Context: an optimization exercise on an open-source flow, tuned for small area. The choices shown serve that exercise and are no tape-out recipe.
At most, simulation tests tie the RTL to the original design; equivalence was not proved.
No functional check of the RTL was part of run 6.
No run shown here takes its clock network from TritonCTS; it comes from the design's own scripts or RTL.
No driver is modelled on the clock port, so clock power and skew are understated where the tree is cut down; a real chip needs a root buffer or a tree.
Power figures rest on the tool's default switching activity, not on a simulated workload.

$ cat flow/flow/post_cts.tcl
# Sourced by ORFS cts.tcl as POST_CTS_TCL, after its timing repair.
# Downsizes cells whose paths have slack to spare (OpenROAD power recovery),
# then legalizes the placement again.
estimate_parasitics -placement
repair_timing -recover_power 100 -verbose
detailed_placement
check_placement -verbose
$ cat flow/design.v
`timescale 1ns / 1ps
package tsf_pkg;
  localparam logic [2:0] B_OTHER = 3'd0;
  localparam logic [2:0] B_1     = 3'd1;
  localparam logic [2:0] B_2     = 3'd2;
  localparam logic [2:0] B_3     = 3'd3;
  localparam logic [2:0] B_4     = 3'd4;
  localparam logic [2:0] B_8     = 3'd5;
  localparam logic [1:0] K_OTHER  = 2'd0;
  localparam logic [1:0] K_UDP    = 2'd1;
  localparam logic [1:0] K_TCP    = 2'd2;
  localparam logic [1:0] K_TCPSYN = 2'd3;
  localparam logic [2:0] C_IDLE  = 3'd0;
  localparam logic [2:0] C_A     = 3'd1;
  localparam logic [2:0] C_B     = 3'd2;
  localparam logic [2:0] C_C     = 3'd3;
  localparam logic [2:0] C_D     = 3'd4;
  localparam logic [2:0] C_E     = 3'd5;
  localparam logic [2:0] C_DE    = 3'd6;
  localparam logic [2:0] C_OTHER = 3'd7;
  localparam logic [2:0] R_NONE = 3'd7;
endpackage
`timescale 1ns / 1ps
module tsf_classify (
  input  logic [2:0] code_i,
  input  logic [5:0] cnt_i,
  input  logic [2:0] byte_i,
  output logic [2:0] code_o
);
  logic [2:0] need;    
  logic       chk;
  always_comb begin
    need = tsf_pkg::B_OTHER;
    case (code_i)
      tsf_pkg::C_A: case (cnt_i)
        6'd28: need = tsf_pkg::B_2;
        6'd24: need = tsf_pkg::B_1;
        6'd23: need = tsf_pkg::B_1;
        6'd22: need = tsf_pkg::B_4;
        default: need = tsf_pkg::B_OTHER;
      endcase
      tsf_pkg::C_B: case (cnt_i)
        6'd32: need = tsf_pkg::B_2;
        6'd28: need = tsf_pkg::B_1;
        6'd27: need = tsf_pkg::B_3;
        6'd24: need = tsf_pkg::B_1;
        6'd23: need = tsf_pkg::B_1;
        6'd22: need = tsf_pkg::B_4;
        default: need = tsf_pkg::B_OTHER;
      endcase
      tsf_pkg::C_C: case (cnt_i)
        6'd44: need = tsf_pkg::B_2;
        6'd40: need = tsf_pkg::B_1;
        6'd39: need = tsf_pkg::B_3;
        6'd36: need = tsf_pkg::B_1;
        6'd35: need = tsf_pkg::B_1;
        6'd34: need = tsf_pkg::B_8;
        6'd24: need = tsf_pkg::B_4;
        default: need = tsf_pkg::B_OTHER;
      endcase
      tsf_pkg::C_DE: case (cnt_i)
        6'd40: need = tsf_pkg::B_2;
        default: need = tsf_pkg::B_OTHER;
      endcase
      tsf_pkg::C_D: case (cnt_i)
        6'd34: need = tsf_pkg::B_8;
        6'd24: need = tsf_pkg::B_1;
        6'd23: need = tsf_pkg::B_3;
        default: need = tsf_pkg::B_OTHER;
      endcase
      tsf_pkg::C_E: case (cnt_i)
        6'd35: need = tsf_pkg::B_1;
        6'd34: need = tsf_pkg::B_8;
        6'd24: need = tsf_pkg::B_1;
        6'd23: need = tsf_pkg::B_3;
        default: need = tsf_pkg::B_OTHER;
      endcase
      default: need = tsf_pkg::B_OTHER;
    endcase
  end
  assign chk = (need == tsf_pkg::B_OTHER) || (need == byte_i);
  always_comb begin
    if (code_i == tsf_pkg::C_DE && cnt_i == 6'd36) begin
      if (byte_i == tsf_pkg::B_4)      code_o = tsf_pkg::C_D;
      else if (byte_i == tsf_pkg::B_1) code_o = tsf_pkg::C_E;
      else                    code_o = tsf_pkg::C_OTHER;
    end else if (chk) begin
      code_o = code_i;
    end else begin
      code_o = tsf_pkg::C_OTHER;
    end
  end
endmodule
`timescale 1ns / 1ps
module tsf_core (
  input  logic        clk_i,
  input  logic        rst_ni,
  input  logic        item_valid_i,
  input  logic        op_i,         
  input  logic [4:0]  pl_i,         
  output logic        take_o,
  output logic        res_valid_o,
  input  logic        res_ready_i,
  output logic [2:0]  cls_o,
  output logic        classified_o,
  output logic [15:0] pkt_o,
  output logic [15:0] tcp_o,
  output logic [15:0] udp_o,
  output logic [15:0] cls_total_o
);
  logic [2:0]  code_q, code_d, code_step;
  logic [5:0]  cnt_q, cnt_d;
  logic [15:0] ip_q, tcp_q, udp_q;
  logic [15:0] cc_q [6];
  logic [5:0]  cc_w_q;
  logic [15:0] cc_sel, cc_inc;
  logic        res_valid_q;
  logic [2:0]  res_q, res_d;
  logic        inc_q;
  logic        emit;
  logic        is_hdr;
  logic        is_syn, is_tcp, is_udp;
  logic [3:0]  doff;
  assign is_hdr = !op_i;
  assign is_syn = pl_i[4];
  assign is_tcp = pl_i[4] || pl_i[1:0] == tsf_pkg::K_TCP;
  assign is_udp = !pl_i[4] && pl_i[1:0] == tsf_pkg::K_UDP;
  assign doff   = pl_i[3:0];
  assign take_o = item_valid_i && (!res_valid_q || res_ready_i);
  tsf_classify u_classify (
    .code_i (code_q),
    .cnt_i  (cnt_q),
    .byte_i (pl_i[2:0]),
    .code_o (code_step)
  );
  always_comb begin
    code_d = code_q;
    cnt_d  = cnt_q;
    res_d  = tsf_pkg::R_NONE;
    emit   = 1'b0;
    if (is_hdr) begin
      emit   = 1'b1;
      code_d = tsf_pkg::C_IDLE;
      cnt_d  = {doff, 2'b00};
      if (is_syn) begin
        if (doff <= 4'd5) begin
          res_d = 3'd0;        
        end else begin
          case (doff)
            4'd7:    code_d = tsf_pkg::C_A;
            4'd8:    code_d = tsf_pkg::C_B;
            4'd11:   code_d = tsf_pkg::C_C;
            4'd10:   code_d = tsf_pkg::C_DE;
            default: code_d = tsf_pkg::C_OTHER;
          endcase
        end
      end
    end else if (code_q != tsf_pkg::C_IDLE) begin
      cnt_d  = cnt_q - 1'b1;
      code_d = code_step;
      if (cnt_q == 6'd21) begin
        emit   = 1'b1;
        code_d = tsf_pkg::C_IDLE;
        res_d  = (code_q == tsf_pkg::C_DE || code_q == tsf_pkg::C_OTHER) ? 3'd0 : code_q;
      end
    end
  end
  always_ff @(posedge clk_i or negedge rst_ni) begin
    if (!rst_ni) begin
      code_q      <= tsf_pkg::C_IDLE;
      res_valid_q <= 1'b0;
      inc_q       <= 1'b0;
    end else begin
      if (take_o) begin
        code_q <= code_d;
        res_valid_q <= emit;
      end else if (res_ready_i) begin
        res_valid_q <= 1'b0;
      end
      inc_q <= take_o && emit && (res_d != tsf_pkg::R_NONE);
    end
  end
  always_ff @(posedge clk_i) begin
    if (take_o) begin
      cnt_q <= cnt_d;
    end
    if (take_o && emit) begin
      res_q <= res_d;
    end
  end
  always_ff @(posedge clk_i or negedge rst_ni) begin
    if (!rst_ni) begin
      ip_q  <= '0;
      tcp_q <= '0;
      udp_q <= '0;
    end else begin
      ip_q  <= ip_q  + 16'(take_o && is_hdr);
      tcp_q <= tcp_q + 16'(take_o && is_hdr && is_tcp);
      udp_q <= udp_q + 16'(take_o && is_hdr && is_udp);
    end
  end
  always_comb begin
    case (res_q)
      3'd0:    cc_sel = cc_w_q[0] ? cc_q[0] : '0;
      3'd1:    cc_sel = cc_w_q[1] ? cc_q[1] : '0;
      3'd2:    cc_sel = cc_w_q[2] ? cc_q[2] : '0;
      3'd3:    cc_sel = cc_w_q[3] ? cc_q[3] : '0;
      3'd4:    cc_sel = cc_w_q[4] ? cc_q[4] : '0;
      3'd5:    cc_sel = cc_w_q[5] ? cc_q[5] : '0;
      default: cc_sel = '0;
    endcase
  end
  assign cc_inc = cc_sel + 16'(inc_q);
  always_ff @(posedge clk_i or negedge rst_ni) begin
    if (!rst_ni) begin
      cc_w_q <= '0;
    end else if (inc_q) begin
      for (int i = 0; i < 6; i++) begin
        if (res_q == 3'(i)) cc_w_q[i] <= 1'b1;
      end
    end
  end
  always_ff @(posedge clk_i) begin
    if (inc_q) begin
      for (int i = 0; i < 6; i++) begin
        if (res_q == 3'(i)) cc_q[i] <= cc_inc;
      end
    end
  end
  assign res_valid_o  = res_valid_q;
  assign classified_o = (res_q != tsf_pkg::R_NONE);
  assign cls_o        = (res_q == tsf_pkg::R_NONE) ? 3'd0 : res_q;
  assign pkt_o        = ip_q;
  assign tcp_o        = tcp_q;
  assign udp_o        = udp_q;
  assign cls_total_o  = cc_inc;
endmodule
`timescale 1ns / 1ps
module tcp_syn_os_fingerprinter_top #(
  parameter int unsigned COUNT_WIDTH = 16
) (
  input  logic         clk_i,
  input  logic         rst_ni,
  input  logic         s_axis_tvalid,
  output logic         s_axis_tready,
  input  logic [23:0]  s_axis_tdata,
  input  logic [0:0]   s_axis_tuser,
  output logic         m_axis_tvalid,
  input  logic         m_axis_tready,
  output logic [135:0] m_axis_tdata,
  output logic [0:0]   m_axis_tuser
);
  logic        in_valid_q;
  logic        op_q;
  logic [4:0]  pl_q, pl_in;
  logic [1:0]  kind_in;
  logic [2:0]  bcode_in;
  logic [7:0]  proto, obyte;
  logic        take;
  logic [2:0]  cls;
  logic        classified;
  logic [15:0] pkt, tcp, udp, cls_total;
  assign proto = s_axis_tdata[7:0];
  assign obyte = s_axis_tdata[21:14];
  always_comb begin
    if (proto == 8'd17)     kind_in = tsf_pkg::K_UDP;
    else if (proto == 8'd6) kind_in = (s_axis_tdata[8] && !s_axis_tdata[9]) ? tsf_pkg::K_TCPSYN : tsf_pkg::K_TCP;
    else                    kind_in = tsf_pkg::K_OTHER;
    case (obyte)
      8'd1:    bcode_in = tsf_pkg::B_1;
      8'd2:    bcode_in = tsf_pkg::B_2;
      8'd3:    bcode_in = tsf_pkg::B_3;
      8'd4:    bcode_in = tsf_pkg::B_4;
      8'd8:    bcode_in = tsf_pkg::B_8;
      default: bcode_in = tsf_pkg::B_OTHER;
    endcase
    pl_in[4]   = !s_axis_tuser[0] && kind_in == tsf_pkg::K_TCPSYN;
    pl_in[3]   = s_axis_tdata[13];
    pl_in[2]   = s_axis_tuser[0] ? bcode_in[2] : s_axis_tdata[12];
    if (s_axis_tuser[0])                  pl_in[1:0] = bcode_in[1:0];
    else if (kind_in == tsf_pkg::K_TCPSYN) pl_in[1:0] = s_axis_tdata[11:10];
    else                                   pl_in[1:0] = kind_in;
  end
  assign s_axis_tready = !in_valid_q || take;
  always_ff @(posedge clk_i or negedge rst_ni) begin
    if (!rst_ni) begin
      in_valid_q <= 1'b0;
    end else begin
      in_valid_q <= !s_axis_tready || s_axis_tvalid;
    end
  end
  always_ff @(posedge clk_i) begin
    if (s_axis_tready) begin
      op_q <= s_axis_tuser[0];
      pl_q <= pl_in;
    end
  end
  tsf_core u_core (
    .clk_i        (clk_i),
    .rst_ni       (rst_ni),
    .item_valid_i (in_valid_q),
    .op_i         (op_q),
    .pl_i         (pl_q),
    .take_o       (take),
    .res_valid_o  (m_axis_tvalid),
    .res_ready_i  (m_axis_tready),
    .cls_o        (cls),
    .classified_o (classified),
    .pkt_o        (pkt),
    .tcp_o        (tcp),
    .udp_o        (udp),
    .cls_total_o  (cls_total)
  );
  assign m_axis_tdata = {5'b0, 16'b0, cls_total, 16'b0, udp, 16'b0, tcp, 16'b0, pkt, cls};
  assign m_axis_tuser = classified;
endmodule
$ cat flow/flow/run.sh
#!/bin/bash
# Own layout flow: the standard.sh with the standard synthesis unchanged, then:
#  - constant outputs keep the single tie cell from synthesis (no per-port tie cells),
#  - port buffers use sky130_fd_sc_hd__buf_1,
#  - the clock tree is built by flow/clock_tree.tcl (sourced before CTS): one root
#    buffer driving CLK_LEAVES leaf buffers, each driving one cluster of flip-flops,
#  - after CTS, flow/post_cts.tcl downsizes cells with slack to spare.
# Each step's full output goes to its own log here.
set -euo pipefail
export PRE_CTS_TCL="$PWD/flow/clock_tree.tcl"
export POST_CTS_TCL="$PWD/flow/post_cts.tcl"
export CLK_LEAVES=11
export CLK_LEAF_BUF=sky130_fd_sc_hd__clkbuf_8
export CLK_ROOT_BUF=sky130_fd_sc_hd__clkbuf_16
bash standard.sh synth > 1_synth.log 2>&1
bash standard.sh SKIP_REPAIR_TIE_FANOUT=1 floorplan > 2_floorplan.log 2>&1
bash standard.sh SKIP_REPAIR_TIE_FANOUT=1 \
  "BUFFER_PORTS_ARGS=-buffer_cell sky130_fd_sc_hd__buf_1" \
  finish > 3_finish.log 2>&1
$ cat flow/standard.sh
#!/bin/bash
# synth_recipe.tcl (not shown) runs the flow's synth.tcl, then flattens the netlist and writes it again
# the make line also repeats each setting of config.mk as NAME=value (left out here)
make -C /OpenROAD-flow-scripts/flow DESIGN_CONFIG=/design/flow/config.mk WORK_HOME=/design/flow/orfs CLKGATE_MAP_FILE= SYNTH_SCRIPT=/design/flow/synth_recipe.tcl "${@:-finish}"
$ cat flow/config.mk
export PLATFORM = sky130hd
export DESIGN_NAME = tcp_syn_os_fingerprinter_top
export DESIGN_NICKNAME = tcp_syn_os_fingerprinter_top
export VERILOG_FILES = /design/flow/design.v
export SDC_FILE = /design/flow/constraint.sdc
export NUM_CORES = 4
export LEC_CHECK = 0
export CAP_MARGIN = 20
export CORE_MARGIN = 2
export CORE_UTILIZATION = 70
export SLEW_MARGIN = 20
$ cat flow/constraint.sdc
create_clock -name core_clock -period 6.0 [get_ports {clk_i}]
set_input_delay 1.2000 -clock core_clock [delete_from_list [all_inputs] [get_ports {clk_i}]]
set_output_delay 1.2000 -clock core_clock [all_outputs]
set_load 0.01 [all_outputs]
$ cat flow/flow/clock_tree.tcl
# Sourced by ORFS cts.tcl as PRE_CTS_TCL. Replaces clock_tree_synthesis with a
# small balanced tree: the clock port drives one root buffer, which drives
# CLK_LEAVES leaf buffers; each leaf drives one cluster of the flip-flops (k-means
# with equal cluster sizes).
# Every flip-flop sees the same two buffer levels.

proc ct_assign {pts cent cap} {
  # Nearest-centroid assignment with at most cap points per cluster: pairs are
  # taken in order of distance.
  set pairs {}
  set i 0
  foreach p $pts {
    set c 0
    foreach q $cent {
      lappend pairs [list [expr {abs([lindex $p 0] - [lindex $q 0]) + abs([lindex $p 1] - [lindex $q 1])}] $i $c]
      incr c
    }
    incr i
  }
  set asg [lrepeat [llength $pts] -1]
  set cnt [lrepeat [llength $cent] 0]
  foreach pr [lsort -real -index 0 $pairs] {
    lassign $pr d i c
    if {[lindex $asg $i] < 0 && [lindex $cnt $c] < $cap} {
      lset asg $i $c
      lset cnt $c [expr {[lindex $cnt $c] + 1}]
    }
  }
  return $asg
}

proc ct_kmeans {pts k iters} {
  # pts: list of {x y}; returns {cluster ids, centroids}
  set n [llength $pts]
  set cap [expr {($n + $k - 1) / $k}]
  set sorted [lsort -real -index 0 $pts]
  set cent {}
  for {set i 0} {$i < $k} {incr i} {
    lappend cent [lindex $sorted [expr {int(($i + 0.5) * $n / $k)}]]
  }
  set asg {}
  for {set it 0} {$it < $iters} {incr it} {
    set asg [ct_assign $pts $cent $cap]
    set newc {}
    for {set c 0} {$c < $k} {incr c} {
      set sx 0.0; set sy 0.0; set m 0
      foreach p $pts a $asg {
        if {$a == $c} { set sx [expr {$sx + [lindex $p 0]}]; set sy [expr {$sy + [lindex $p 1]}]; incr m }
      }
      if {$m > 0} { lappend newc [list [expr {$sx / $m}] [expr {$sy / $m}]] } else { lappend newc [lindex $cent $c] }
    }
    set cent $newc
  }
  return [list $asg $cent]
}

rename clock_tree_synthesis ct_orig_clock_tree_synthesis
proc clock_tree_synthesis {args} {
  set db [ord::get_db]
  set block [ord::get_db_block]
  set k $::env(CLK_LEAVES)
  set leaf_master [$db findMaster $::env(CLK_LEAF_BUF)]
  set root_master [$db findMaster $::env(CLK_ROOT_BUF)]
  set clknet [$block findNet clk_i]
  set sinks {}
  set pts {}
  foreach it [$clknet getITerms] {
    set inst [$it getInst]
    set bb [$inst getBBox]
    lappend sinks $it
    lappend pts [list [expr {([$bb xMin] + [$bb xMax]) / 2.0}] [expr {([$bb yMin] + [$bb yMax]) / 2.0}]]
  }
  puts "clock_tree: [llength $sinks] sinks, $k leaves"
  lassign [ct_kmeans $pts $k 30] asg cent
  # root buffer at the centroid of the leaf positions
  set rx 0.0; set ry 0.0
  foreach c $cent { set rx [expr {$rx + [lindex $c 0]}]; set ry [expr {$ry + [lindex $c 1]}] }
  set rx [expr {int($rx / $k)}]; set ry [expr {int($ry / $k)}]
  set rootnet [odb::dbNet_create $block clknet_root]
  $rootnet setSigType CLOCK
  set root [odb::dbInst_create $block $root_master clkbuf_root]
  $root setLocation $rx $ry
  $root setPlacementStatus PLACED
  [$root findITerm A] connect $clknet
  [$root findITerm X] connect $rootnet
  for {set c 0} {$c < $k} {incr c} {
    set net [odb::dbNet_create $block clknet_leaf_$c]
    $net setSigType CLOCK
    set b [odb::dbInst_create $block $leaf_master clkbuf_leaf_$c]
    $b setLocation [expr {int([lindex $cent $c 0])}] [expr {int([lindex $cent $c 1])}]
    $b setPlacementStatus PLACED
    [$b findITerm A] connect $rootnet
    [$b findITerm X] connect $net
    set m 0
    foreach it $sinks a $asg {
      if {$a == $c} { $it disconnect; $it connect $net; incr m }
    }
    puts "clock_tree: leaf $c has $m sinks"
  }
  set_propagated_clock [all_clocks]
}
==> results.sh, run 1 <==
export IMPL_syn_area_per_cell_sq_um=12.3
export IMPL_critPathLaunchType="register"
export IMPL_worst_ep_arrival_time_ns=3.77
export IMPL_highest_signal_layer="met4"
export IMPL_place_ws_ns=1.35
export IMPL_path_cells="and4b_1 -> a22oi_1 -> nand3_1 -> ha_1 -> ha_1 -> nand2_1 -> nor2_1 -> nand4_1 -> xnor2_1 -> buf_1"
export IMPL_clock_skew_ns=0.0205
export IMPL_antenna_left=0
export IMPL_synth_most_common_cell="edfxtp_1"
export IMPL_power_density_nw_per_um2=301
export IMPL_layout_min_cycle_time_ns=4.97
export IMPL_multi_input_area_sq_um=2620
export IMPL_min_delay_start="u_core.cc_w_q[4]"
export IMPL_die_h_microns=112
export IMPL_ys_flop_type="edfxtp_1"
export IMPL_area_growth_pct=2.87
export IMPL_crit_path_top_delay_cell="and4b_1"
export IMPL_hp_class="reg -> reg"
export IMPL_routed_wirelength_microns=15200
export IMPL_vdd_drop_max_v=0.000216
export IMPL_drc=0
export IMPL_regArea_sq_um=4830
export IMPL_grt_pass1_wl_microns=24400
export IMPL_drt_met1_wl_microns=6210
export IMPL_max_slew_margin_rel_pct=50.1
export IMPL_grt_pass1_vias=4818
export IMPL_dp_cells=812
export IMPL_netlist_area_sq_um=8140
export IMPL_pwr_share_clk_pct=20.7
export IMPL_worstMarginPinSlew_ns=0.748
export IMPL_drt_iter0_markers=435
export IMPL_ys_ff_latch=171
export IMPL_async_reset_ff_share_pct=35.1
export IMPL_timing_rr_start="u_core.res_q[1]"
export IMPL_dieArea_sq_um=12500
export IMPL_syn_inst=661
export IMPL_final_util_pct=73.7
export IMPL_fill_cells=769
export IMPL_swShare_pct=30.3
export IMPL_diodes=0
export IMPL_rsz0062_at_grt="no"
export IMPL_max_stage_delay_ns=0.83
export IMPL_pin_count=168
export IMPL_crit_start="u_core.res_q[1]"
export IMPL_via_per_inst=6.03
export IMPL_grt_remaining_overflow=0
export IMPL_syn_nets=703
export IMPL_max_freq_mhz=201
export IMPL_clk_latency_ns=0.37
export IMPL_yosys_area_top_type="edfxtp_1"
export IMPL_layoutNonFillerInstCount=833
export IMPL_yosysTopAreaCellShare_pct=40.9
export IMPL_gp_congestion=0.875
export IMPL_maxSlewViolCount=0
export IMPL_dp_final_hpwl_microns=10100
export IMPL_combPwrFrac_pct=19.2
export IMPL_p_switching_uw=764
export IMPL_final_period_utilization_pct=82.8
export IMPL_port_buffers=96
export IMPL_clk_pin_slew_ns=0.10
export IMPL_end_kind="primary output"
export IMPL_dr_pass1_iters=6
export IMPL_yosysSeqAreaShare_pct=59.4
export IMPL_start_util_pct=71.6
export IMPL_die_w_microns=112
export IMPL_synthTopCellsByCount="edfxtp_1, buf_4, dfrtp_1"
export IMPL_wl_per_cell_microns=18.3
export IMPL_cp_common_cell="ha_1"
export IMPL_yosysWarnings=4
export IMPL_core_area_sq_um=11400
export IMPL_drv_cap=0
export IMPL_grt_usage_pct=24.0
export IMPL_required_ns=4.80
export IMPL_leakage_nw=3.19
export IMPL_dr_wl_met3_microns=892
export IMPL_synth_distinct_cells=62
export IMPL_p_seq_share_pct=60.1
export IMPL_status="timing/DRC/antenna clean"
export IMPL_worst_slack_ns=1.03
export IMPL_layout_nets=734
export IMPL_netlist_top_cells_area="edfxtp_1, dfrtp_1, buf_4"
export IMPL_setup_viol=0
export IMPL_grt_max_degree=70
export IMPL_p_int_mw=1.76
export IMPL_vias=5021
export IMPL_worst_setup_path_type="reg -> out"
export IMPL_hold_violations=0
export IMPL_antenna_found_initial=0
export IMPL_path_max_fanout=16
export IMPL_synth_edff_count=111
export IMPL_rows=39
export IMPL_wl_met2_microns=7920
export IMPL_drive_above_1_share_pct=6.96
export IMPL_setup_tns_ns=0
## critical path: cells and delay by family, from the launching register on
| kind | cells | cell delay (ns) |
|---|---|---|
| and+or+nand+nor | 5 | 1.51 |
| DFF | 1 | 0.60 |
| adders and majority gates | 2 | 0.47 |
| xor gates and xnor gates | 1 | 0.46 |
| buffers and inverters | 1 | 0.20 |
| AOI/OAI and AO/OA | 1 | 0.14 |
## power groups by stage
stage	logic, mW	clock network [mW]	registers [mW]
after floorplan	0.403	0	1.49
after global placement	0.464	0	1.53
after detailed placement	0.485	0	1.54
after global routing	0.541	0.580	1.53
final	0.485	0.522	1.52
## layout by cell type (no fill, tap or decap), types with 3 or more instances in the layout
cell      instances
ha_1             13
buf_4             7
a21oi_1          11
buf_6             4
a31oi_1           5
and4b_1           5
nor2_1           30
nand4_1          12
nor4_1            3
and4_1            3
inv_1            12
o21ai_0           7
nor3_1            5
a22oi_1          49
and3_1           12
nor3_2            3
edfxtp_1        111
nor2b_1           8
o41ai_1           3
xnor2_1          42
nand3_1          38
and2_0            3
nand2b_1          6
and2_1            4
dfrtp_1          60
nand2_1          47
nand4b_1          3
or2_2             7
nand3b_1          3
nand3_2           3
xor2_1           20
buf_1            95
clkbuf_8         11
## registers in the layout, indices dropped and copies added (netlist names)
| signal | flops |
|---|---|
| u_core.res_valid_q | 1 |
| pl_q | 5 |
| u_core.cnt_q | 6 |
| u_core.udp_q | 16 |
| u_core.tcp_q | 16 |
| u_core.res_q | 3 |
| u_core.ip_q | 16 |
| u_core.inc_q | 1 |
| op_q | 1 |
| u_core.cc_w_q | 6 |
| u_core.cc_q | 96 |
| u_core.code_q | 3 |
| in_valid_q | 1 |
## cell families (layout without fill, tap and decap cells)
group,count (synthesis),count (layout),share of synthesized area (%)
other cells,1,1,0.0461
fa+ha+maj,13,13,2.00
simple gates,209,209,14.6
flops,171,171,59.4
compound gates,95,95,8.44
xor+xnor,62,62,6.67
buf+inv,108,137,8.65
mux,2,2,0.246
## worst paths after layout
kind | endpoint | slack, ns | cells past startpoint
min | u_core.cc_w_q[4] | 0.47 | 1
max reg2reg | u_core.cc_q[4][12] | 2.53 | 9
max in group asynchronous | u_core.tcp_q[10] | 4.75 | 3
min in group asynchronous | u_core.ip_q[9] | 0.77 | 2
max | m_axis_tdata[111] | 1.03 | 10
min reg2reg | u_core.cc_w_q[4] | 0.47 | 1
## stage by stage
stage	total power, mW	hold slack [ns]	cell area, sq um
global route	2.65	0.509	8370
floorplan	1.89	0.430	8140
global placement	1.99	0.443	8120
finish	2.52	0.466	8370
detailed placement	2.02	0.447	8120
## per-layer routing
layer | GRT usage, % | vias to the layer above
met5 | 0 | -
met3 | 2.40 | 22
met2 | 42.3 | 167
met4 | 4.77 | 0
li1 | - | 2389
met1 | 32.9 | 2443
## area by class of cell
cell class	instances	area share, %
tap	143	2.14
buffer	12	2.11
sequential	171	57.7
timing repair buffer	113	6.23
multi-input combinational	382	31.3
inverter	12	0.538
==> run 2: changes to the inputs <==
--- a/flow/flow/run.sh
+++ b/flow/flow/run.sh
@@ -6,3 +6,4 @@
 #    buffer driving CLK_LEAVES leaf buffers, each driving one cluster of flip-flops,
-#  - after CTS, flow/post_cts.tcl downsizes cells with slack to spare.
+#  - after global routing, ORFS's power recovery (RECOVER_POWER) downsizes cells
+#    with slack to spare; flow/post_grt.tcl then repairs slew and capacitance.
 # Each step's full output goes to its own log here.
@@ -10,4 +11,4 @@
 export PRE_CTS_TCL="$PWD/flow/clock_tree.tcl"
-export POST_CTS_TCL="$PWD/flow/post_cts.tcl"
 export CLK_LEAVES=11
+export POST_GLOBAL_ROUTE_TCL="$PWD/flow/post_grt.tcl"
 export CLK_LEAF_BUF=sky130_fd_sc_hd__clkbuf_8
@@ -18,2 +19,3 @@
   "BUFFER_PORTS_ARGS=-buffer_cell sky130_fd_sc_hd__buf_1" \
+  RECOVER_POWER=100 \
   finish > 3_finish.log 2>&1
==> flow/flow/post_grt.tcl (new file) <==
# Sourced by ORFS global_route.tcl as POST_GLOBAL_ROUTE_TCL, after its power
# recovery: repairs any max-slew or max-capacitance violation the downsizing
# left, with global-route parasitics, then reroutes the changed nets.
global_route -start_incremental
repair_design -verbose -cap_margin 20 -slew_margin 20
detailed_placement
global_route -end_incremental
estimate_parasitics -global_routing
report_check_types -max_slew -max_capacitance -violators
removed: flow/flow/post_cts.tcl
==> run 2 against run 1 <==
  * Routed wire length is 0.22% higher
  * Clock power hardly changed
  * Synthesized area stayed put
  * First-iteration DRC count is 2.5% lower
  * Critical path type unchanged
  * Core utilization stayed put
  * Largest cell class unchanged
  * Maximum frequency hardly changed
  * Clock skew hardly changed
  * Worst setup slack better by 0.0049 ns
  * Die area stayed put
  * Worst hold slack hardly changed
  * Combinational power hardly changed
  * Register-to-register slack hardly changed
  * Highest routed layer unchanged
==> results.sh, run 2 <==
export IMPL_die_h_microns=112
export IMPL_worst_ep_arrival_time_ns=3.76
export IMPL_hold_violations=0
export IMPL_yosysTopAreaCellShare_pct=40.9
export IMPL_worstMarginPinSlew_ns=0.746
export IMPL_vdd_drop_max_v=0.000216
export IMPL_async_reset_ff_share_pct=35.1
export IMPL_layout_min_cycle_time_ns=4.96
export IMPL_dp_final_hpwl_microns=10100
export IMPL_maxSlewViolCount=0
export IMPL_grt_pass1_vias=4827
export IMPL_syn_inst=661
export IMPL_ys_flop_type="edfxtp_1"
export IMPL_gp_congestion=0.875
export IMPL_dr_pass1_iters=7
export IMPL_via_per_inst=6.02
export IMPL_syn_area_per_cell_sq_um=12.3
export IMPL_power_density_nw_per_um2=301
export IMPL_required_ns=4.80
export IMPL_grt_pass1_wl_microns=24400
export IMPL_path_max_fanout=16
export IMPL_final_common_cell="edfxtp_1"
export IMPL_cp_common_cell="ha_1"
export IMPL_netlist_area_sq_um=8140
export IMPL_critPathLaunchType="register"
export IMPL_drt_iter0_markers=424
export IMPL_synth_top_family_by_area="simple AND/OR/NAND/NOR gates"
export IMPL_synth_edff_count=111
export IMPL_path_delay_family="simple AND/OR/NAND/NOR gates"
export IMPL_rows=39
export IMPL_clk_latency_ns=0.37
export IMPL_vias=5017
export IMPL_regMostFlops="u_core.cc_q"
export IMPL_synth_distinct_cells=62
export IMPL_end_kind="primary output"
export IMPL_synth_fa_ha_area_share_pct=2.00
export IMPL_post_cts_resized=0
export IMPL_drv_cap=0
export IMPL_crit_path_top_delay_cell="and4b_1"
export IMPL_post_cts_setup_buffers=0
export IMPL_fill_cells=769
export IMPL_max_slew_margin_rel_pct=50.3
export IMPL_final_cell_mix="edfxtp_1, buf_1, dfrtp_1, a22oi_1, nand2_1"
export IMPL_pin_count=168
export IMPL_max_freq_mhz=202
export IMPL_grt_usage_pct=23.9
export IMPL_synthSimpleGateAreaFrac_pct=14.6
export IMPL_drt_met1_wl_microns=6200
export IMPL_critPathBufInv=1
export IMPL_area_growth_pct=2.87
export IMPL_final_period_utilization_pct=82.7
export IMPL_synth_most_common_cell="edfxtp_1"
export IMPL_core_area_sq_um=11400
export IMPL_worst_setup_path_type="reg -> out"
export IMPL_synthTopCellsByCount="edfxtp_1, buf_4, dfrtp_1"
export IMPL_yosysWarnings=4
export IMPL_status="timing/DRC/antenna clean"
export IMPL_highest_signal_layer="met4"
export IMPL_drive_above_1_share_pct=6.96
export IMPL_cts_hold_buf=0
export IMPL_max_stage_delay_ns=0.83
export IMPL_grt_remaining_overflow=0
export IMPL_syn_nets=703
export IMPL_routed_wirelength_microns=15300
export IMPL_synth_compound_area_share_pct=8.44
export IMPL_drc=0
export IMPL_path_cells="and4b_1 -> a22oi_1 -> nand3_1 -> ha_1 -> ha_1 -> nand2_1 -> nor2_1 -> nand4_1 -> xnor2_1 -> buf_1"
export IMPL_ys_ff_latch=171
export IMPL_setup_viol=0
export IMPL_netlist_top_cells_area="edfxtp_1, dfrtp_1, buf_4"
export IMPL_antenna_found_initial=0
export IMPL_power_mw=2.52
export IMPL_layout_nets=734
export IMPL_wl_met2_microns=7930
export IMPL_start_util_pct=71.6
export IMPL_dr_wl_met3_microns=916
export IMPL_leakage_nw=3.19
export IMPL_antenna_left=0
export IMPL_grt_max_degree=70
export IMPL_synth_mux_area_share_pct=0.246
export IMPL_setup_tns_ns=0
export IMPL_yosys_area_top_type="edfxtp_1"
export IMPL_synth_xor_area_share_pct=6.67
export IMPL_wl_per_cell_microns=18.3
export IMPL_dieArea_sq_um=12500
export IMPL_yosysSeqAreaShare_pct=59.4
export IMPL_port_buffers=96
export IMPL_largest_register_ff_count=96
export IMPL_clock_skew_ns=0.0200
export IMPL_die_w_microns=112
export IMPL_diodes=0
export IMPL_clk_pin_slew_ns=0.10
export IMPL_hp_class="reg -> reg"
run 2: cell counts after synthesis:
Identical to the previous run, type by type.
run 2: cells by family (layout without fill, tap and decap cells):
| family | count (synthesis) | after routing |
|---|---|---|
| mux | 2 | 2 |
| simple gates | 209 | 209 |
| xor+xnor | 62 | 62 |
| flops | 171 | 171 |
| buf+inv | 108 | 137 |
| other cells | 1 | 1 |
| fa+ha+maj | 13 | 13 |
| compound gates | 95 | 95 |
run 2: final cells by class:
cell class	count	area [sq um]	share of cell area [%]
Timing Repair Buffer	113	522	6.23
Tap cell	143	179	2.14
Sequential cell	171	4830	57.7
Inverter	12	45.0	0.538
Multi-Input combinational cell	382	2620	31.3
Buffer	12	176	2.11
run 2: per-stage QoR:
stage                     setup WS [ns]  cell area [sq um]  utilization (%)  hold slack (ns)  instances
final                              1.04               8370             73.7            0.466        833
after CTS                         0.928               8300             73.0            0.469        824
after detailed placement           1.35               8120             71.4            0.447        812
after global placement             1.46               8120             71.4            0.443        812
after floorplan                    2.31               8140                -            0.430        661
run 2: power by group:
group | switching (mW) | internal, mW | total [mW]
Sequential | 0.129 | 1.39 | 1.52
Clock | 0.325 | 0.197 | 0.521
Combinational | 0.309 | 0.175 | 0.485
run 2: path summary, 6_finish.rpt:
path	start	to	slack [ns]	cells after the start
min reg2reg	u_core.cc_w_q[4]	u_core.cc_w_q[4]	0.47	1
max	u_core.res_q[1]	m_axis_tdata[111]	1.04	10
max reg2reg	u_core.res_q[1]	u_core.cc_q[2][12]	2.53	9
min	u_core.cc_w_q[4]	u_core.cc_w_q[4]	0.47	1
min in group asynchronous	rst_ni	u_core.ip_q[9]	0.77	2
max in group asynchronous	rst_ni	u_core.tcp_q[10]	4.75	3
run 2: routing by layer:
metal | vias up | track usage [%]
li1 | 2386 | -
met2 | 168 | 42.5
met3 | 24 | 2.40
met1 | 2439 | 32.7
met4 | 0 | 4.77
met5 | - | 0
==> run 3: changes to the inputs <==
--- a/flow/flow/run.sh
+++ b/flow/flow/run.sh
@@ -6,4 +6,4 @@
 #    buffer driving CLK_LEAVES leaf buffers, each driving one cluster of flip-flops,
-#  - after global routing, ORFS's power recovery (RECOVER_POWER) downsizes cells
-#    with slack to spare; flow/post_grt.tcl then repairs slew and capacitance.
+#  - before the placement repair, flow/downsize.tcl puts combinational cells with
+#    few loads at their smallest drive strength; repair_design sizes up as needed.
 # Each step's full output goes to its own log here.
@@ -12,3 +12,4 @@
 export CLK_LEAVES=11
-export POST_GLOBAL_ROUTE_TCL="$PWD/flow/post_grt.tcl"
+export PRE_RESIZE_TCL="$PWD/flow/downsize.tcl"
+export DS_MAXFO=8
 export CLK_LEAF_BUF=sky130_fd_sc_hd__clkbuf_8
@@ -19,3 +20,2 @@
   "BUFFER_PORTS_ARGS=-buffer_cell sky130_fd_sc_hd__buf_1" \
-  RECOVER_POWER=100 \
   finish > 3_finish.log 2>&1
==> flow/flow/downsize.tcl (new file) <==
# Sourced as PRE_RESIZE_TCL: before repair_design, swap each combinational cell
# with at most DS_MAXFO loads
# for the smallest cell of the same function family (same name but drive strength),
# so that repair_design sizes up only where a net needs it.
proc ds_base {name} {
  if {[regexp {^(.*)_([0-9]+)$} $name -> b d]} { return $b }
  return ""
}
set ds_lib_cells {}
foreach lc [get_lib_cells sky130_fd_sc_hd__*] {
  set n [get_name $lc]
  set b [ds_base $n]
  if {$b eq ""} continue
  if {[string match "*lpflow*" $n] || [string match "*probe*" $n]} continue
  if {[catch {set a [get_property $lc area]}]} continue
  if {![info exists ds_best($b)] || $a < $ds_besta($b)} { set ds_best($b) $n; set ds_besta($b) $a }
}
set ds_count 0
set ds_saved 0.0
foreach inst [get_cells *] {
  set n [get_property $inst ref_name]
  set lc [get_lib_cells */$n]
  if {[string match "*df*" $n] || [string match "*clk*" $n] || [string match "*conb*" $n] || [string match "*tap*" $n]} continue
  set b [ds_base $n]
  if {$b eq "" || ![info exists ds_best($b)]} continue
  set fo 0
  foreach p [get_pins -of_objects $inst -filter "direction==output"] {
    set net [get_nets -of_objects $p]
    if {$net ne ""} { incr fo [llength [get_pins -of_objects $net -filter "direction==input"]] }
  }
  if {$fo > $::env(DS_MAXFO)} continue
  if {$ds_best($b) ne $n} {
    set ds_saved [expr {$ds_saved + [get_property $lc area] - $ds_besta($b)}]
    replace_cell $inst $ds_best($b)
    incr ds_count
  }
}
puts "downsize: $ds_count cells, [format %.1f $ds_saved] um2"
removed: flow/flow/post_grt.tcl
==> run 3 against run 2 <==
  * Clock power decreased by 1%
  * Worst setup slack got worse by 0.026 ns
  * Sequential cell count unchanged
  * Clock skew decreased by 0.00088 ns
  * Largest power group unchanged
  * Sequential share of layout area increased by 0.96 points
  * Synthesized cell count unchanged
  * Still clean on timing, DRC and antenna
  * Via count decreased by 0.74%
  * Register-to-register slack got worse by 0.03 ns
  * Worst hold slack improved by 0.010 ns
==> results.sh, run 3 <==
export IMPL_status="timing/DRC/antenna clean"
export IMPL_async_reset_ff_share_pct=35.1
export IMPL_p_int_mw=1.75
export IMPL_grt_pass1_wl_microns=23600
export IMPL_ys_flop_type="edfxtp_1"
export IMPL_netlist_top_cells_area="edfxtp_1, dfrtp_1, buf_4"
export IMPL_port_buffers=96
export IMPL_critPathLaunchType="register"
export IMPL_grt_use_met2_pct=40.8
export IMPL_setup_viol=0
export IMPL_p_seq_share_pct=60.5
export IMPL_power_density_nw_per_um2=304
export IMPL_yosysWarnings=4
export IMPL_syn_nets=703
export IMPL_met1_usage_pct=31.6
export IMPL_regMostFlops="u_core.cc_q"
export IMPL_via_per_inst=6.04
export IMPL_max_slew_margin_rel_pct=30.0
export IMPL_grt_pass1_vias=4706
export IMPL_yosysSeqAreaShare_pct=59.4
export IMPL_crit_start="u_core.res_q[0]"
export IMPL_fill_cells=791
export IMPL_start_util_pct=71.6
export IMPL_netlist_area_sq_um=8140
export IMPL_final_cell_mix="edfxtp_1, buf_1, dfrtp_1, a22oi_1, nand2_1"
export IMPL_path_max_fanout=16
export IMPL_clock_skew_ns=0.0191
export IMPL_largest_register_ff_count=96
export IMPL_swShare_pct=30.1
export IMPL_synth_edff_count=111
export IMPL_layout_min_cycle_time_ns=4.99
export IMPL_hp_class="reg -> reg"
export IMPL_rsz0062_at_grt="no"
export IMPL_leakage_nw=3.08
export IMPL_end_kind="primary output"
export IMPL_post_cts_resized=0
export IMPL_area_growth_pct=1.18
export IMPL_rows=39
export IMPL_final_period_utilization_pct=83.1
export IMPL_max_stage_delay_ns=0.79
export IMPL_yosys_area_top_type="edfxtp_1"
export IMPL_yosysTopAreaCellShare_pct=40.9
export IMPL_routed_wirelength_microns=14900
export IMPL_power_mw=2.50
export IMPL_post_cts_setup_buffers=0
export IMPL_wl_per_cell_microns=18.1
export IMPL_max_freq_mhz=200
export IMPL_top_usage_layer="met2"
export IMPL_grt_max_degree=70
export IMPL_drive_above_1_share_pct=3.82
export IMPL_diodes=0
export IMPL_dieArea_sq_um=12500
export IMPL_worst_slack_ns=1.01
export IMPL_worst_ep_arrival_time_ns=3.79
export IMPL_ys_ff_latch=171
export IMPL_grt_usage_pct=23.1
export IMPL_die_h_microns=112
export IMPL_grt_use_met3_pct=2.12
export IMPL_grt_remaining_overflow=0
export IMPL_synthTopCellsByCount="edfxtp_1, buf_4, dfrtp_1"
export IMPL_clk_latency_ns=0.37
export IMPL_setup_tns_ns=0
export IMPL_drc=0
export IMPL_path_cells="and4b_1 -> a22oi_1 -> nand3_1 -> ha_1 -> ha_1 -> nand2_1 -> nor2_1 -> nand4_1 -> xnor2_1 -> buf_1"
export IMPL_dr_pass1_iters=4
export IMPL_maxSlewViolCount=0
export IMPL_syn_area_per_cell_sq_um=12.3
export IMPL_pin_count=168
export IMPL_vdd_drop_max_v=0.000233
export IMPL_worst_setup_path_type="reg -> out"
export IMPL_min_delay_start="u_core.udp_q[15]"
export IMPL_place_ws_ns=1.42
export IMPL_p_switching_uw=753
export IMPL_syn_inst=661
export IMPL_core_area_sq_um=11400
export IMPL_synth_distinct_cells=62
export IMPL_gp_congestion=0.875
export IMPL_required_ns=4.80
export IMPL_vias=4980
export IMPL_pwr_share_clk_pct=20.6
export IMPL_crit_path_top_delay_cell="and4b_1"
export IMPL_clk_pin_slew_ns=0.09
export IMPL_timing_rr_start="u_core.res_q[0]"
export IMPL_cp_common_cell="ha_1"
export IMPL_die_w_microns=112
export IMPL_layout_nets=725
export IMPL_worstMarginPinSlew_ns=1.05
export IMPL_antenna_left=0
export IMPL_hold_violations=0
export IMPL_drv_cap=0
export IMPL_final_common_cell="edfxtp_1"
export IMPL_cts_hold_buf=0
export IMPL_dp_final_hpwl_microns=9910
export IMPL_combPwrFrac_pct=18.9
export IMPL_drt_iter0_markers=355
export IMPL_antenna_found_initial=0
export IMPL_synth_most_common_cell="edfxtp_1"
run 3: power groups by stage:
stage | Sequential (mW) | Combinational, mW | Clock [mW]
2_1_floorplan | 1.49 | 0.403 | 0
3_3_place_gp | 1.53 | 0.464 | 0
3_5_place_dp | 1.54 | 0.473 | 0
4_1_cts | 1.51 | 0.474 | 0.531
5_1_grt | 1.53 | 0.527 | 0.571
6_report | 1.51 | 0.473 | 0.515
run 3: worst max-delay path, delay by kind of cell, from the launching register on:
family | cells | cell delay, ns
AOI/OAI and AO/OA | 1 | 0.14
buffers and inverters | 1 | 0.20
and+or+nand+nor | 5 | 1.46
xor gates and xnor gates | 1 | 0.45
adders and majority gates | 2 | 0.49
DFF | 1 | 0.68
run 3: metal layers:
metal | share of wire [%] | up-vias
met1 | 41 | 2420
met4 | 2.2 | 0
li1 | - | 2372
met2 | 51 | 160
met5 | 0 | -
met3 | 5.4 | 28
run 3: cells by family (layout without fill, tap and decap cells):
kind of cell | count (synthesis) | in the layout | synth area share, %
and+or+nand+nor | 209 | 209 | 14.6
adders and majority gates | 13 | 13 | 2.00
DFF | 171 | 171 | 59.4
xor gates and xnor gates | 62 | 62 | 6.67
buffers and inverters | 108 | 128 | 8.65
AOI/OAI and AO/OA | 95 | 95 | 8.44
other | 1 | 1 | 0.0461
muxes | 2 | 2 | 0.246
run 3: final timing paths:
path | depth (start not counted) | endpoint | slack [ns]
hold / removal | 1 | u_core.udp_q[15] | 0.48
max in group asynchronous | 2 | u_core.udp_q[3] | 4.54
min in group asynchronous | 2 | u_core.ip_q[7] | 0.99
setup / recovery | 10 | m_axis_tdata[111] | 1.01
setup reg to reg | 9 | u_core.cc_q[2][12] | 2.50
hold reg to reg | 1 | u_core.udp_q[15] | 0.48
run 3: stage by stage:
step                      utilization (%)  cell area [sq um]  hold WS, ns  cells
after floorplan                         -               8140        0.430    661
after global placement               71.4               8120        0.443    812
after detailed placement             70.9               8060        0.459    812
after CTS                            72.4               8230        0.481    824
after global routing                 72.4               8240        0.500    824
final                                72.4               8240        0.476    824
run 3: area by class of cell:
class,count,area [sq um],share of cell area (%)
multi-input cells,382,2580,31.3
well taps,143,179,2.17
plain buffers,12,176,2.14
inverters,12,45.0,0.547
flip-flops and latches,171,4830,58.7
repair buffers,104,422,5.12
==> run 4: changes to the inputs <==
--- a/flow/flow/downsize.tcl
+++ b/flow/flow/downsize.tcl
@@ -1,5 +1,5 @@
 # Sourced as PRE_RESIZE_TCL: before repair_design, swap each combinational cell
-# with at most DS_MAXFO loads
-# for the smallest cell of the same function family (same name but drive strength),
-# so that repair_design sizes up only where a net needs it.
+# with at most DS_MAXFO loads for the smallest cell of the same function family
+# (same name but for the drive strength), so that repair_design sizes up only
+# where a net needs it.
 proc ds_base {name} {
--- a/flow/config.mk
+++ b/flow/config.mk
@@ -9,3 +9,3 @@
 export CORE_MARGIN = 2
-export CORE_UTILIZATION = 70
+export CORE_UTILIZATION = 85
 export SLEW_MARGIN = 20
==> run 4 against run 3 <==
  * Still clean
  * Sequential share of layout area rose by 0.062 points
  * Register-to-register slack got worse by 0.26 ns
  * Sequential cell count unchanged
  * Highest routed layer unchanged
==> results.sh, run 4 <==
export IMPL_status="timing/DRC/antenna clean"
export IMPL_path_max_fanout=13
export IMPL_rsz0062_at_grt="no"
export IMPL_clk_latency_ns=0.36
export IMPL_syn_area_per_cell_sq_um=12.3
export IMPL_vias=5276
export IMPL_core_area_sq_um=9280
export IMPL_end_kind="primary output"
export IMPL_final_common_cell="edfxtp_1"
export IMPL_start_util_pct=87.7
export IMPL_max_slew_margin_rel_pct=26.8
export IMPL_largest_register_ff_count=96
export IMPL_grt_max_degree=70
export IMPL_yosys_area_top_type="edfxtp_1"
export IMPL_post_route_cell_area_sq_um=8230
export IMPL_critPathLaunchType="register"
export IMPL_max_stage_delay_ns=0.87
export IMPL_hold_violations=0
export IMPL_regMostFlops="u_core.cc_q"
export IMPL_netlist_area_sq_um=8140
export IMPL_antenna_found_initial=0
export IMPL_hp_class="reg -> reg"
export IMPL_cts_hold_buf=0
export IMPL_diodes=0
export IMPL_fill_cells=440
export IMPL_setup_viol=0
export IMPL_leakage_nw=3.08
export IMPL_dr_pass1_iters=5
export IMPL_required_ns=4.80
export IMPL_yosysTopAreaCellShare_pct=40.9
export IMPL_drc=0
export IMPL_antenna_left=0
export IMPL_gp_congestion=0.925
export IMPL_regArea_sq_um=4830
export IMPL_ys_ff_latch=171
export IMPL_syn_nets=703
export IMPL_clock_skew_ns=0.0119
export IMPL_synthTopCellsByCount="edfxtp_1, buf_4, dfrtp_1"
export IMPL_clk_pin_slew_ns=0.09
export IMPL_yosysSeqAreaShare_pct=59.4
export IMPL_layout_min_cycle_time_ns=5.29
export IMPL_post_cts_setup_buffers=0
export IMPL_cp_common_cell="nand3_1"
export IMPL_synth_distinct_cells=62
export IMPL_async_reset_ff_share_pct=35.1
export IMPL_syn_inst=661
export IMPL_multi_input_area_sq_um=2600
export IMPL_port_buffers=96
export IMPL_worstMarginPinSlew_ns=1.10
export IMPL_grt_pass1_wl_microns=25400
export IMPL_post_cts_resized=0
export IMPL_drt_iter0_markers=463
export IMPL_netlist_top_cells_area="edfxtp_1, dfrtp_1, buf_4"
export IMPL_dp_final_hpwl_microns=10900
export IMPL_drv_cap=0
export IMPL_setup_tns_ns=0
export IMPL_grt_pass1_vias=5140
export IMPL_crit_path_top_delay_cell="nor4b_2"
export IMPL_die_h_microns=102
export IMPL_maxSlewViolCount=0
export IMPL_final_period_utilization_pct=88.1
export IMPL_drive_above_1_share_pct=4.26
export IMPL_yosysWarnings=4
export IMPL_die_w_microns=102
export IMPL_rows=35
export IMPL_wl_per_cell_microns=20.4
export IMPL_dieArea_sq_um=10400
export IMPL_vdd_drop_max_v=0.000296
export IMPL_final_cell_mix="edfxtp_1, buf_1, dfrtp_1, a22oi_1, nand2_1"
export IMPL_pin_count=168
export IMPL_worst_ep_arrival_time_ns=4.09
export IMPL_grt_usage_pct=31.6
export IMPL_grt_remaining_overflow=0
export IMPL_synth_edff_count=111
export IMPL_layout_nets=724
export IMPL_worst_setup_path_type="reg -> out"
export IMPL_dpl_cell_area_sq_um=8050
export IMPL_synth_most_common_cell="edfxtp_1"
export IMPL_ys_flop_type="edfxtp_1"
export IMPL_max_freq_mhz=189
export IMPL_power_density_nw_per_um2=307
export IMPL_path_cells="nor4b_2 -> buf_4 -> a22oi_1 -> nand3_1 -> nand3_1 -> nand3b_1 -> nor2_1 -> nand4_1 -> xnor2_1 -> buf_1"
export IMPL_via_per_inst=6.52
export IMPL_area_growth_pct=1.08
export IMPL_routed_wirelength_microns=16500
run 4: cell counts after synthesis:
Identical to the previous run, type by type.
run 4: cell families after synthesis:
| group | share of synthesized area (%) |
|---|---|
| AO/OA/AOI/OAI | 8.44 |
| other | 0.0461 |
| AND/OR/NAND/NOR | 14.6 |
| adder cells (fa/ha/maj) | 2.00 |
| flip-flops | 59.4 |
| multiplexers | 0.246 |
| buffers and inverters | 8.65 |
| XOR/XNOR | 6.67 |
run 4: power by group:
part	total [mW]	leakage, nW	switching (mW)	internal, mW
clock	0.518	0.0914	0.321	0.196
sequential	1.52	1.84	0.133	1.39
combinational	0.488	1.15	0.319	0.168
run 4: metal layers:
| metal | track usage (%) | share of wire, % |
|---|---|---|
| met4 | 10.3 | 2.1 |
| met3 | 3.56 | 8.2 |
| met5 | 0 | 0 |
| met1 | 41.0 | 36 |
| met2 | 56.7 | 53 |
run 4: critical path: cells and delay by family (launching register included):
family	cells	cell delay [ns]
DFF	1	0.63
buffers and inverters	2	0.57
and+or+nand+nor	6	1.95
AOI/OAI and AO/OA	1	0.11
xor gates and xnor gates	1	0.47
run 4: area by class of cell:
| type | instances | share of cell area (%) |
|---|---|---|
| tap | 129 | 1.96 |
| buffer | 12 | 2.14 |
| inverter | 12 | 0.547 |
| multi-input combinational | 382 | 31.6 |
| sequential | 171 | 58.8 |
| timing repair buffer | 103 | 5.03 |
run 4: metrics by stage:
stage	setup WS (ns)	util [%]	power, mW	hold slack (ns)	cells
2_1_floorplan	2.31	-	1.89	0.430	661
5_1_grt	0.503	88.6	2.63	0.499	809
6_report	0.714	88.6	2.53	0.473	809
3_3_place_gp	1.20	87.2	1.99	0.443	796
3_5_place_dp	1.24	86.7	2.02	0.461	797
4_1_cts	0.802	88.6	2.52	0.479	809
run 4: final timing paths:
check,end,cells after the start,slack (ns),startpoint
hold / removal,u_core.udp_q[15],1,0.47,u_core.udp_q[15]
min in group asynchronous,u_core.ip_q[12],2,0.97,rst_ni
hold reg to reg,u_core.udp_q[15],1,0.47,u_core.udp_q[15]
setup reg to reg,u_core.cc_q[3][12],9,2.24,u_core.res_q[1]
max in group asynchronous,u_core.cc_w_q[1],2,4.51,rst_ni
setup / recovery,m_axis_tdata[111],10,0.71,u_core.res_q[1]
==> run 5: changes to the inputs <==
--- a/flow/config.mk
+++ b/flow/config.mk
@@ -9,3 +9,3 @@
 export CORE_MARGIN = 2
-export CORE_UTILIZATION = 85
+export CORE_UTILIZATION = 70
 export SLEW_MARGIN = 20
==> run 5 against run 4 <==
  * Highest routed layer unchanged
  * First-iteration DRC count decreased by 23%
  * Still clean on timing, DRC and antenna
  * Register-to-register slack improved by 0.26 ns
  * Die area increased by 21%
  * Power decreased by 0.97%
==> results.sh, run 5 <==
export IMPL_final_cell_mix="edfxtp_1, buf_1, dfrtp_1, a22oi_1, nand2_1"
export IMPL_via_per_inst=6.04
export IMPL_layoutNonFillerInstCount=824
export IMPL_rows=39
export IMPL_dieArea_sq_um=12500
export IMPL_fill_cells=791
export IMPL_synthTopCellsByCount="edfxtp_1, buf_4, dfrtp_1"
export IMPL_setup_viol=0
export IMPL_hp_class="reg -> reg"
export IMPL_drc=0
export IMPL_final_period_utilization_pct=83.1
export IMPL_setup_tns_ns=0
export IMPL_drt_iter0_markers=355
export IMPL_required_ns=4.80
export IMPL_layout_nets=725
export IMPL_post_cts_setup_buffers=0
export IMPL_synth_edff_count=111
export IMPL_top_usage_layer="met2"
export IMPL_die_w_microns=112
export IMPL_netlist_area_sq_um=8140
export IMPL_yosysWarnings=4
export IMPL_status="timing/DRC/antenna clean"
export IMPL_critPathLaunchType="register"
export IMPL_grt_remaining_overflow=0
export IMPL_syn_inst=661
export IMPL_swShare_pct=30.1
export IMPL_clk_latency_ns=0.37
export IMPL_largest_register_ff_count=96
export IMPL_antenna_left=0
export IMPL_worst_setup_path_type="reg -> out"
export IMPL_routed_wirelength_microns=14900
export IMPL_synth_distinct_cells=62
export IMPL_start_util_pct=71.6
export IMPL_end_kind="primary output"
export IMPL_met1_usage_pct=31.6
export IMPL_ys_ff_latch=171
export IMPL_pin_count=168
export IMPL_wl_per_cell_microns=18.1
export IMPL_antenna_found_initial=0
export IMPL_netlist_top_cells_area="edfxtp_1, dfrtp_1, buf_4"
export IMPL_power_density_nw_per_um2=304
export IMPL_ys_flop_type="edfxtp_1"
export IMPL_max_slew_margin_rel_pct=30.0
export IMPL_p_switching_uw=753
export IMPL_power_mw=2.50
export IMPL_leakage_nw=3.08
export IMPL_post_cts_resized=0
export IMPL_p_seq_share_pct=60.5
export IMPL_regMostFlops="u_core.cc_q"
export IMPL_dp_final_hpwl_microns=9910
export IMPL_combPwrFrac_pct=18.9
export IMPL_rsz0062_at_grt="no"
export IMPL_port_buffers=96
export IMPL_async_reset_ff_share_pct=35.1
export IMPL_diodes=0
export IMPL_final_common_cell="edfxtp_1"
export IMPL_path_max_fanout=16
export IMPL_clock_skew_ns=0.0191
export IMPL_hold_violations=0
export IMPL_grt_use_met2_pct=40.8
export IMPL_grt_max_degree=70
export IMPL_area_growth_pct=1.18
export IMPL_yosys_area_top_type="edfxtp_1"
export IMPL_dp_cells=812
export IMPL_clk_pin_slew_ns=0.09
export IMPL_yosysSeqAreaShare_pct=59.4
export IMPL_worstMarginPinSlew_ns=1.05
export IMPL_die_h_microns=112
export IMPL_cts_hold_buf=0
export IMPL_yosysTopAreaCellShare_pct=40.9
export IMPL_dr_pass1_iters=4
export IMPL_pwr_share_clk_pct=20.6
export IMPL_p_int_mw=1.75
export IMPL_drive_above_1_share_pct=3.82
export IMPL_gp_congestion=0.875
export IMPL_vdd_drop_max_v=0.000233
export IMPL_grt_pass1_vias=4706
export IMPL_grt_usage_pct=23.1
export IMPL_drv_cap=0
export IMPL_core_area_sq_um=11400
export IMPL_syn_nets=703
export IMPL_syn_area_per_cell_sq_um=12.3
export IMPL_grt_pass1_wl_microns=23600
export IMPL_layout_min_cycle_time_ns=4.99
export IMPL_vias=4980
export IMPL_max_freq_mhz=200
export IMPL_grt_use_met3_pct=2.12
export IMPL_worst_ep_arrival_time_ns=3.79
export IMPL_synth_most_common_cell="edfxtp_1"
export IMPL_maxSlewViolCount=0
[run 5: cells by family (layout without fill, tap and decap cells)]
| group | count (synthesis) | after routing | share of synthesized area [%] |
|---|---|---|---|
| other | 1 | 1 | 0.0461 |
| DFF | 171 | 171 | 59.4 |
| and+or+nand+nor | 209 | 209 | 14.6 |
| buffers and inverters | 108 | 128 | 8.65 |
| muxes | 2 | 2 | 0.246 |
| xor gates and xnor gates | 62 | 62 | 6.67 |
| adders and majority gates | 13 | 13 | 2.00 |
| AOI/OAI and AO/OA | 95 | 95 | 8.44 |
[run 5: layer usage]
layer / wire (microns) / up-vias
li1: - / 2372
met1: 6170 / 2420
met2: 7620 / 160
met3: 807 / 28
met4: 323 / 0
met5: 0 / -
[run 5: area by class of cell]
type	instances	area [sq um]	area share, %
Buffer	12	176	2.14
Multi-Input combinational cell	382	2580	31.3
Timing Repair Buffer	104	422	5.12
Tap cell	143	179	2.17
Inverter	12	45.0	0.547
Sequential cell	171	4830	58.7
[run 5: per-stage QoR]
| stage | cell area, sq um | setup slack [ns] | hold WS (ns) | utilization [%] |
|---|---|---|---|---|
| after floorplan | 8140 | 2.31 | 0.430 | - |
| after global placement | 8120 | 1.46 | 0.443 | 71.4 |
| after detailed placement | 8060 | 1.42 | 0.459 | 70.9 |
| after CTS | 8230 | 1.02 | 0.481 | 72.4 |
| after global routing | 8240 | 0.755 | 0.500 | 72.4 |
| final | 8240 | 1.01 | 0.476 | 72.4 |
[run 5: power groups by stage]
stage	sequential, mW	combinational [mW]	clock, mW
2_1_floorplan	1.49	0.403	0
3_3_place_gp	1.53	0.464	0
3_5_place_dp	1.54	0.473	0
4_1_cts	1.51	0.474	0.531
5_1_grt	1.53	0.527	0.571
6_report	1.51	0.473	0.515
[run 5: path summary, 6_finish.rpt]
| path | from | to | slack (ns) | cells after the start |
|---|---|---|---|---|
| max | u_core.res_q[0] | m_axis_tdata[111] | 1.01 | 10 |
| min | u_core.udp_q[15] | u_core.udp_q[15] | 0.48 | 1 |
| max reg2reg | u_core.res_q[0] | u_core.cc_q[2][12] | 2.50 | 9 |
| min reg2reg | u_core.udp_q[15] | u_core.udp_q[15] | 0.48 | 1 |
| max in group asynchronous | rst_ni | u_core.udp_q[3] | 4.54 | 2 |
| min in group asynchronous | rst_ni | u_core.ip_q[7] | 0.99 | 2 |
[run 5: critical path, cell delays in order (launching register included)]
cell and delay, ns:
edfxtp_1 0.68, and4b_1 0.79, a22oi_1 0.14, nand3_1 0.13
ha_1 0.25, ha_1 0.24, nand2_1 0.13, nor2_1 0.26
nand4_1 0.15, xnor2_1 0.45, buf_1 0.20
==> run 6: changes to the inputs <==
--- a/flow/design.v
+++ b/flow/design.v
@@ -114,3 +114,2 @@
   logic [15:0] cc_q [6];
-  logic [5:0]  cc_w_q;
   logic [15:0] cc_sel, cc_inc;
@@ -201,28 +200,22 @@
   end
-  always_comb begin
-    case (res_q)
-      3'd0:    cc_sel = cc_w_q[0] ? cc_q[0] : '0;
-      3'd1:    cc_sel = cc_w_q[1] ? cc_q[1] : '0;
-      3'd2:    cc_sel = cc_w_q[2] ? cc_q[2] : '0;
-      3'd3:    cc_sel = cc_w_q[3] ? cc_q[3] : '0;
-      3'd4:    cc_sel = cc_w_q[4] ? cc_q[4] : '0;
-      3'd5:    cc_sel = cc_w_q[5] ? cc_q[5] : '0;
-      default: cc_sel = '0;
-    endcase
-  end
-  assign cc_inc = cc_sel + 16'(inc_q);
+  logic started_q;
   always_ff @(posedge clk_i or negedge rst_ni) begin
     if (!rst_ni) begin
-      cc_w_q <= '0;
-    end else if (inc_q) begin
-      for (int i = 0; i < 6; i++) begin
-        if (res_q == 3'(i)) cc_w_q[i] <= 1'b1;
-      end
+      started_q <= 1'b0;
+    end else begin
+      started_q <= 1'b1;
     end
   end
+  logic [5:0] cc_rd;
+  always_comb begin
+    cc_sel = '0;
+    for (int i = 0; i < 6; i++) begin
+      cc_rd[i] = started_q && res_q == 3'(i);
+      cc_sel   = cc_sel | ({16{cc_rd[i]}} & cc_q[i]);
+    end
+  end
+  assign cc_inc = cc_sel + 16'(inc_q);
   always_ff @(posedge clk_i) begin
-    if (inc_q) begin
-      for (int i = 0; i < 6; i++) begin
-        if (res_q == 3'(i)) cc_q[i] <= cc_inc;
-      end
+    for (int i = 0; i < 6; i++) begin
+      if (!started_q || (inc_q && res_q == 3'(i))) cc_q[i] <= cc_inc;
     end
==> run 6 against run 5 <==
  * Global-route usage grew 1.4 points
  * Via count grew 1.8%
  * Largest power group unchanged
  * Die area is essentially flat
  * Cell area up 0.55%
  * Synthesized area is 0.11% lower
  * Core utilization is 0.40 points higher
  * Combinational power is 4.7% lower
  * First-iteration DRC count rose by 27%
  * Cell count grew 0.49%
==> results.sh, run 6 <==
export IMPL_yosysSeqAreaShare_pct=57.9
export IMPL_final_period_utilization_pct=91.7
export IMPL_yosysWarnings=4
export IMPL_hp_class="reg -> reg"
export IMPL_start_util_pct=71.5
export IMPL_syn_nets=701
export IMPL_drive_above_1_share_pct=4.23
export IMPL_worst_ep_arrival_time_ns=4.30
export IMPL_met1_usage_pct=33.3
export IMPL_synth_edff_count=111
export IMPL_syn_area_per_cell_sq_um=12.3
export IMPL_fill_cells=805
export IMPL_critPathLaunchType="register"
export IMPL_worstMarginPinSlew_ns=0.999
export IMPL_power_mw=2.47
export IMPL_path_max_fanout=22
export IMPL_grt_use_met2_pct=43.8
export IMPL_regMostFlops="u_core.cc_q"
export IMPL_grt_max_degree=70
export IMPL_yosysTopAreaCellShare_pct=41.0
export IMPL_ys_ff_latch=166
export IMPL_netlist_top_cells_area="edfxtp_1, dfrtp_1, buf_4"
export IMPL_cts_hold_buf=0
export IMPL_hold_violations=0
export IMPL_max_freq_mhz=182
export IMPL_async_reset_ff_share_pct=33.1
export IMPL_synth_most_common_cell="edfxtp_1"
export IMPL_post_route_cell_area_sq_um=8280
export IMPL_post_cts_resized=0
export IMPL_die_w_microns=112
export IMPL_antenna_left=0
export IMPL_worst_setup_path_type="reg -> out"
export IMPL_worst_slack_ns=0.497
export IMPL_area_growth_pct=1.85
export IMPL_dpl_cell_area_sq_um=8100
export IMPL_maxSlewViolCount=0
export IMPL_vias=5070
export IMPL_via_per_inst=6.12
export IMPL_pin_count=168
export IMPL_path_delay_family="simple AND/OR/NAND/NOR gates"
export IMPL_dp_cells=816
export IMPL_grt_use_met3_pct=3.54
export IMPL_wl_per_cell_microns=18.7
export IMPL_grt_remaining_overflow=0
export IMPL_final_common_cell="edfxtp_1"
export IMPL_diodes=0
export IMPL_vdd_drop_max_v=0.000264
export IMPL_drt_iter0_markers=450
export IMPL_yosys_area_top_type="edfxtp_1"
export IMPL_largest_register_ff_count=96
export IMPL_ys_flop_type="edfxtp_1"
export IMPL_grt_pass1_wl_microns=25200
export IMPL_setup_viol=0
export IMPL_drv_cap=0
export IMPL_end_kind="primary output"
export IMPL_clock_skew_ns=0.0255
export IMPL_grt_usage_pct=24.5
export IMPL_synthTopCellsByCount="edfxtp_1, buf_4, dfrtp_1"
export IMPL_grt_pass1_vias=5030
export IMPL_gp_congestion=0.858
export IMPL_layout_nets=729
export IMPL_crit_path_top_delay_cell="and4b_1"
export IMPL_netlist_area_sq_um=8130
export IMPL_post_cts_setup_buffers=0
export IMPL_rows=39
export IMPL_die_h_microns=112
export IMPL_core_area_sq_um=11400
export IMPL_path_cells="and4b_1 -> a222oi_1 -> inv_1 -> ha_1 -> ha_1 -> inv_1 -> a311o_1 -> and4bb_1 -> or3b_1 -> nor3_1 -> xnor2_1 -> buf_1"
export IMPL_final_cell_mix="edfxtp_1, buf_1, dfrtp_1, nand2_1, xnor2_1"
export IMPL_required_ns=4.80
export IMPL_place_ws_ns=0.930
export IMPL_routed_wirelength_microns=15500
export IMPL_rsz0062_at_grt="no"
export IMPL_max_slew_margin_rel_pct=32.8
export IMPL_power_density_nw_per_um2=298
export IMPL_synth_distinct_cells=60
export IMPL_port_buffers=96
export IMPL_max_stage_delay_ns=0.75
export IMPL_clk_latency_ns=0.37
export IMPL_drc=0
export IMPL_status="timing/DRC/antenna clean"
export IMPL_layout_min_cycle_time_ns=5.50
export IMPL_setup_tns_ns=0
export IMPL_syn_inst=659
export IMPL_critPathBufInv=3
export IMPL_dr_pass1_iters=5
export IMPL_dp_final_hpwl_microns=11100
export IMPL_layoutNonFillerInstCount=828
export IMPL_leakage_nw=3.17
export IMPL_dieArea_sq_um=12500
export IMPL_clk_pin_slew_ns=0.10
export IMPL_regArea_sq_um=4710
export IMPL_antenna_found_initial=0
export IMPL_top_usage_layer="met2"
export IMPL_multi_input_area_sq_um=2740
## run 6: worst register-to-register path: stages (launching register included)
cell	delay, ns
edfxtp_1	0.73
and4b_1	0.76
a222oi_1	0.18
inv_1	0.11
ha_1	0.22
nand3_1	0.15
nor4_1	0.79
nand4_1	0.22
xnor2_1	0.57
## run 6: logic make-up after synthesis
kind of cell	after synthesis	synth area share, %
adder cells (fa/ha/maj)	13	2.00
buffers and inverters	105	8.28
multiplexers	20	3.80
other	2	0.0924
XOR/XNOR	64	6.89
AND/OR/NAND/NOR	207	14.0
AO/OA/AOI/OAI	82	7.06
flip-flops	166	57.9
## run 6: path summary, 6_finish.rpt
check                                 startpoint            endpoint  slack [ns]  cells after the start
worst max-delay path             u_core.res_q[1]   m_axis_tdata[111]        0.50                     12
worst min-delay path            u_core.tcp_q[12]    u_core.tcp_q[12]        0.48                      1
worst max register to register   u_core.res_q[1]  u_core.cc_q[3][15]        2.01                      8
worst min register to register  u_core.tcp_q[12]    u_core.tcp_q[12]        0.48                      1
max in group asynchronous                 rst_ni     u_core.udp_q[0]        4.60                      2
min in group asynchronous                 rst_ni          in_valid_q        0.96                      2
## run 6: stage by stage
step	hold WS (ns)	utilization (%)
6_report	0.482	72.8
5_1_grt	0.496	72.8
4_1_cts	0.484	72.8
3_5_place_dp	0.467	71.2
3_3_place_gp	0.458	71.6
2_1_floorplan	0.507	-
## run 6: report_power, final
group / internal (mW) / total, mW / switching (mW)
Sequential: 1.37 / 1.50 / 0.128
Clock: 0.196 / 0.517 / 0.321
Combinational: 0.169 / 0.451 / 0.281
## run 6: per-layer routing
metal	share of wire (%)	vias up
met5	0	-
met4	1.4	0
met3	6.7	21
met2	51	183
met1	41	2489
li1	-	2377
## run 6: area by class of cell
class | count | share of cell area, %
Tap cell | 143 | 2.16
Timing Repair Buffer | 106 | 5.14
Buffer | 12 | 2.13
Multi-Input combinational cell | 388 | 33.1
Sequential cell | 166 | 56.9
Inverter | 13 | 0.589

==> static timing again, ports no longer ideal <==
The flow's constraints put no driver on any port. The routed layouts listed below were extracted and timed again, unchanged, in two steps. Step 1 (the two cells are an assumption about what drives the block):
set clk [get_ports {clk_i}]
set_driving_cell -lib_cell sky130_fd_sc_hd__clkbuf_16 $clk
set_driving_cell -lib_cell sky130_fd_sc_hd__buf_2 [delete_from_list [all_inputs] $clk]
Step 2, shift: input delay + t, output delay - t, t = (earliest + latest rising clock arrival at the registers) / 2. This alone moves slack from input paths to output paths. Slacks: ideal / step 1 / step 2; pairs: ideal / step 1.
run | t, ns | setup slack, ns | worst slew at a driven data input, ns
run 1 | 0.394 | 1.033 / 0.997 / 1.391 | 0.05
run 2 | 0.393 | 1.038 / 1.002 / 1.395 | 0.05
run 3 | 0.392 | 1.012 / 0.977 / 1.368 | 0.06
run 4 | 0.392 | 0.714 / 0.678 / 1.070 | 0.03
run 5 | 0.392 | 1.012 / 0.977 / 1.368 | 0.06
run 6 | 0.391 | 0.497 / 0.461 / 0.852 | 0.03
After both steps every run listed still meets setup and hold.
